From an optimization exercise on the open Yosys and OpenROAD flow, aimed at small area, a short achievable clock period and few clock cycles per item; shortcuts taken in it are not production practice.
At most, simulation tests tie the RTL to the original design; equivalence was not proved.
Power and IR drop assume default switching activity.

// fp_mul_pipe
module fp_mul_pipe
#(
  parameter int EXP_W = 8,
  parameter int MAN_W = 23
) (
  input  logic                 clk,
  input  logic                 reset,
  input  logic                 in_valid,
  output logic                 in_ready,
  input  logic [EXP_W+MAN_W:0] a,
  input  logic [EXP_W+MAN_W:0] b,
  output logic                 out_valid,
  input  logic                 out_ready,
  output logic [EXP_W+MAN_W:0] result,
  output logic [fp_pkg::FLAG_W-1:0]    flags
);
For scale: roughly 2400 cells after synthesis, roughly 110 I/O pins.
Settings: LEC_CHECK=0, CAP_MARGIN=20, CORE_MARGIN=2, CORE_UTILIZATION=40, SETUP_SLACK_MARGIN=4.2, SLEW_MARGIN=20, TNS_END_PERCENT=0; clock period 7.5 ns.
standard.sh (not shown) runs the stock make flow with config.mk's settings and CLKGATE_MAP_FILE= SYNTH_SCRIPT=/design/flow/synth_recipe.tcl, a recipe that flattens the netlist after the stock synthesis.
==> flow/flow/run.sh <==
#!/bin/bash
# The standard layout, except that the port buffers are sky130_fd_sc_hd__buf_2 cells (which the
# resizer may later size like any buffer) instead of the resizer's default choice.
# Each tool's full output goes to a log file in this folder; ORFS keeps its own logs in orfs/logs.
set -euo pipefail
bash standard.sh synth > synth.log 2>&1
bash standard.sh "BUFFER_PORTS_ARGS=-buffer_cell sky130_fd_sc_hd__buf_2" finish > layout.log 2>&1
Testbench counts at the start, summed over its fixed seeds: cycles 2,432, items 2,400.
Change:
==> flow/flow/run.sh (replaced) <==
#!/bin/bash
# The standard layout, except that the port buffers are sky130_fd_sc_hd__buf_2 cells (which the
# resizer may later size like any buffer) instead of the resizer's default choice, and the
# resizer may swap a cell for any equivalent one, not only one of the same footprint.
# Each tool's full output goes to a log file in this folder; ORFS keeps its own logs in orfs/logs.
set -euo pipefail
bash standard.sh synth > synth.log 2>&1
bash standard.sh "BUFFER_PORTS_ARGS=-buffer_cell sky130_fd_sc_hd__buf_2" MATCH_CELL_FOOTPRINT=0 finish > layout.log 2>&1
The new run finished clean.
Maximum frequency hardly moves.
Design area stays flat.
Core utilization is higher by 0.14 points.
Total power rises by 0.56%.

Setup of run A:
fp_mul_pipe again, from the RTL that the note above started with.
// fp_mul_pipe
module fp_mul_pipe
#(
  parameter int EXP_W = 8,
  parameter int MAN_W = 23
) (
  input  logic                 clk,
  input  logic                 reset,
  input  logic                 in_valid,
  output logic                 in_ready,
  input  logic [EXP_W+MAN_W:0] a,
  input  logic [EXP_W+MAN_W:0] b,
  output logic                 out_valid,
  input  logic                 out_ready,
  output logic [EXP_W+MAN_W:0] result,
  output logic [fp_pkg::FLAG_W-1:0]    flags
);
Settings: LEC_CHECK=0, CAP_MARGIN=20, CORE_MARGIN=2, CORE_UTILIZATION=40, SETUP_SLACK_MARGIN=4.6, SLEW_MARGIN=20, TNS_END_PERCENT=0; clock period 7.5 ns.
==> flow/flow/run.sh <==
#!/bin/bash
# The standard layout with two changes after the standard synthesis:
#  - fa_polarity.py complements full adders and xor/xnor cells of the synthesized netlist where
#    that removes inverters between them (same registers, same function);
#  - the port buffers are sky130_fd_sc_hd__buf_2 cells (which the resizer may later size like any
#    buffer) instead of the resizer's default choice.
# Each tool's full output goes to a log file in this folder; ORFS keeps its own logs in orfs/logs.
set -euo pipefail
R=orfs/results/${FLOW_PLATFORM:-sky130hd}/fp_mul_pipe/base
bash standard.sh synth > synth.log 2>&1
cp $R/1_2_yosys.v synth_netlist.v
python3 flow/fa_polarity.py synth_netlist.v $R/1_2_yosys.v "$FLOW_HOME/platforms/${FLOW_PLATFORM:-sky130hd}/lib/sky130_fd_sc_hd__tt_025C_1v80.lib" > polarity.log 2>&1
touch $R/1_2_yosys.v
bash standard.sh "BUFFER_PORTS_ARGS=-buffer_cell sky130_fd_sc_hd__buf_2" finish > layout.log 2>&1
Other scripts of this flow, unchanged in this note and not shown: flow/flow/fa_polarity.py
Testbench counts of run A, summed over its fixed seeds: cycles 2,432, items 2,400.
The following lists how run B was set up differently from run A:
Settings: CTS_BUF_LIST newly set to sky130_fd_sc_hd__clkbuf_4 sky130_fd_sc_hd__clkbuf_8; CORE_UTILIZATION changed from 40 to 50; SETUP_SLACK_MARGIN changed from 4.6 to 4.2.
As of run B, total vias in the final route had risen by a few percent compared to run A.
Total power: run B below run A
Core util | run B vs run A | run B higher
Status: minimum hold slack parity (run A, run B)
The power dissipated in sequential cells on run A is in line with that on run B.
Sort run A and run B by combinational power share, ascending, and run A comes first.
Post-route fraction of the period consumed by the critical path | run B above run A
Run B vs run A — number of instances in the placed design dropped by a few percent
Run B against run A: fraction of area in multi-input gates lower; final worst setup slack -63 ps.
On violation count after the first detailed-routing iteration, run A beats run B.
### run B -> run C
Settings: CTS_BUF_LIST: sky130_fd_sc_hd__clkbuf_4 sky130_fd_sc_hd__clkbuf_8 -> unset; CORE_UTILIZATION: 50 -> 40.
Results
Setup slack in run C is larger than in run B.
Run C against run B: post-placement cell count climbed 6.0%; summed area of non-filler cells in the final layout picked up an extra about 0.7%; global-route wire length before repair lower; placed instance area saw an increase.
When run C is set beside run B, its count of filler cells inserted in the layout turns out to be 1395 larger.
Between run C and run B, clock skew is higher for run B, run C comes in under that.
Relative to run B, power share of the clock group has increased by 0.6 points in run C.
Run C -> run B: post-route worst hold slack flat
Compared with run B, non-clock buffer count in run C decreased by a little under 10%.

fp_mul_pipe, a different RTL version from the one above (not shown whole).
For scale: ~2,400 cells after synthesis, about 280 flip-flops.
==> flow/config.mk <==
export PLATFORM = sky130hd
export DESIGN_NAME = fp_mul_pipe
export DESIGN_NICKNAME = fp_mul_pipe
export VERILOG_FILES = /design/flow/design.v
export SDC_FILE = /design/flow/constraint.sdc
export NUM_CORES = 4
export LEC_CHECK = 0
export CAP_MARGIN = 20
export CORE_MARGIN = 2
export CORE_UTILIZATION = 40
export SETUP_SLACK_MARGIN = 3.4
export SLEW_MARGIN = 20
==> flow/constraint.sdc <==
create_clock -name core_clock -period 7.5 [get_ports {clk}]
set_input_delay 1.5000 -clock core_clock [delete_from_list [all_inputs] [get_ports {clk}]]
set_output_delay 1.5000 -clock core_clock [all_outputs]
set_load 0.01 [all_outputs]
run.sh (not shown) runs the stock make flow with config.mk's settings and CLKGATE_MAP_FILE= SYNTH_SCRIPT=/design/flow/synth_recipe.tcl, a recipe that flattens the netlist after the stock synthesis.
Stock flow here: none of the scripts above is used.
Change:
Settings changed: SETUP_SLACK_MARGIN 3.4 to 3.8.
Outcome: Worst setup slack gets better by 400 ps. Synthesized cell count stays the same. Global-route usage goes up by 0.80 points. Final area grows by a few percent. Total power rose by a few percent. Sequential power decreases slightly.
Change:
Settings changed: SETUP_SLACK_MARGIN 3.8 to 4.2, TNS_END_PERCENT from default to 0.
=> The new run ran to the end with no violations. Worst hold slack stays flat. Clock power grows by about 5%. Register-to-register slack improved by 140 ps. Combinational power grows by 5.1%.
No run of this note included a check of the RTL's function; only the layout flow was run.

RTL: one of the versions met above, not the one the previous note started from.
Size in the first run: about 110 I/O pins, roughly 25000 um^2 of cells after synthesis.
clock: 7.5 ns
lec_check: 0
cap_margin: 20
core_margin: 2
core_utilization: 40
cts_buf_list: sky130_fd_sc_hd__clkbuf_4 sky130_fd_sc_hd__clkbuf_8
place_density: 0.75
setup_slack_margin: 4.2
slew_margin: 20
tns_end_percent: 0
standard.sh (not shown) runs the stock make flow with config.mk's settings and CLKGATE_MAP_FILE= SYNTH_SCRIPT=/design/flow/synth_recipe.tcl, a recipe that flattens the netlist after the stock synthesis.
Scripts as last shown in full above: flow/flow/run.sh
Other scripts of this flow, unchanged in this note and not shown: flow/flow/fa_polarity.py
Testbench counts at the start, summed over its fixed seeds: cycles 2,432, items 2,400.
Next try:
- PLACE_DENSITY: 0.75 -> not set
Utilization stays flat.
Routed wire length hardly moves.
Die area is unchanged.
Setup slack improves by 140 ps.
Global-route usage came out higher by 0.24 points.
Flip-flop and latch count does not change.
Via count came out lower slightly.
Clock power came out lower by a few percent.
Cell area hardly moves.
Worst hold slack stays flat.
Next try:
- CTS_BUF_LIST: sky130_fd_sc_hd__clkbuf_4 sky130_fd_sc_hd__clkbuf_8 -> not set
- SETUP_SLACK_MARGIN: 4.2 -> 3.9
Outcome: Final area falls by 3.4%; worst setup slack gets worse by 240 ps; synthesized cell count does not change; power falls by 2.7%; clock-buffer cell count falls by 17; first-iteration DRC count rises by 2.2%; routed wire length falls by 2.4%; via count falls by 2.0%.
Next try:
--- a/flow/flow/run.sh
+++ b/flow/flow/run.sh
@@ -14 +14 @@
-bash standard.sh "BUFFER_PORTS_ARGS=-buffer_cell sky130_fd_sc_hd__buf_2" finish > layout.log 2>&1
+bash standard.sh "BUFFER_PORTS_ARGS=-buffer_cell sky130_fd_sc_hd__buf_2" RECOVER_POWER=100 finish > layout.log 2>&1
- CTS_BUF_LIST: not set -> sky130_fd_sc_hd__clkbuf_4 sky130_fd_sc_hd__clkbuf_8
- SETUP_SLACK_MARGIN: 3.9 -> 4.2
What happened:
- This time the run finished with capacitance limit, slew limit left
- hold slack stays flat
- core utilization came out higher by 0.93 points
- total power rose by 0.84%
- die area is unchanged
- via count rises by about 2%
- maximum frequency falls by 13%
- count of clock-buffer cells in the layout rises by 17
- register-to-register slack gets worse by 450 ps
- sequential cell count does not change
- sequential power hardly moves
- sequential share of layout area decreases by 0.59 points

==> static timing again, ports no longer ideal <==
How much do the figures lean on ideal ports? The routed layouts below were timed once more, with nothing changed but the port constraints.
Step 1 assumes that a clkbuf_16 drives the clock port and a buf_2 every other input.
Step 2 also shifts input and output timing later by t, the mid clock arrival at the registers, as if the neighbouring blocks saw the same clock.
Three values: no drivers, after step 1, after step 2; two values: the first two.
| run | t (ns) | setup slack, ns | worst setup path after step 2 | worst data-port slew with drivers (ns) | pins driven straight from the clock port |
|---|---|---|---|---|---|
| the first run of note 1 | 0.645 | 4.042 / 4.042 / 3.515 | input to register | 0.09 | 1 |
| the second run of note 1 | 0.649 | 4.042 / 4.042 / 3.745 | input to register | 0.09 | 1 |
| run A | 0.607 | 4.046 / 4.046 / 3.801 | input to register | 0.06 | 1 |
| run B | 0.696 | 3.982 / 3.982 / 3.608 | input to register | 0.03 | 1 |
| run C | 0.607 | 4.046 / 4.046 / 3.801 | input to register | 0.06 | 1 |
| the first run of note 3 | 0.655 | 3.470 / 3.447 / 3.304 | input to register | 0.06 | 1 |
| the second run of note 3 | 0.641 | 3.865 / 3.849 / 3.429 | input to register | 0.06 | 1 |
| the third run of note 3 | 0.595 | 4.007 / 4.007 / 3.513 | input to register | 0.06 | 1 |
| the first run of note 4 | 0.669 | 3.898 / 3.898 / 3.752 | input to register | 0.06 | 1 |
| the second run of note 4 | 0.708 | 4.034 / 4.034 / 3.517 | input to register | 0.06 | 1 |
| the third run of note 4 | 0.605 | 3.797 / 3.797 / 3.768 | input to register | 0.06 | 1 |
| the fourth run of note 4 | 0.710 | 3.247 / 3.273 / 2.563 | input to register | 0.06 | 1 |
For the fourth run of note 4, which loses most, drivers alone change the setup slack by +0.026 ns; drivers and shift together by -0.684 ns.
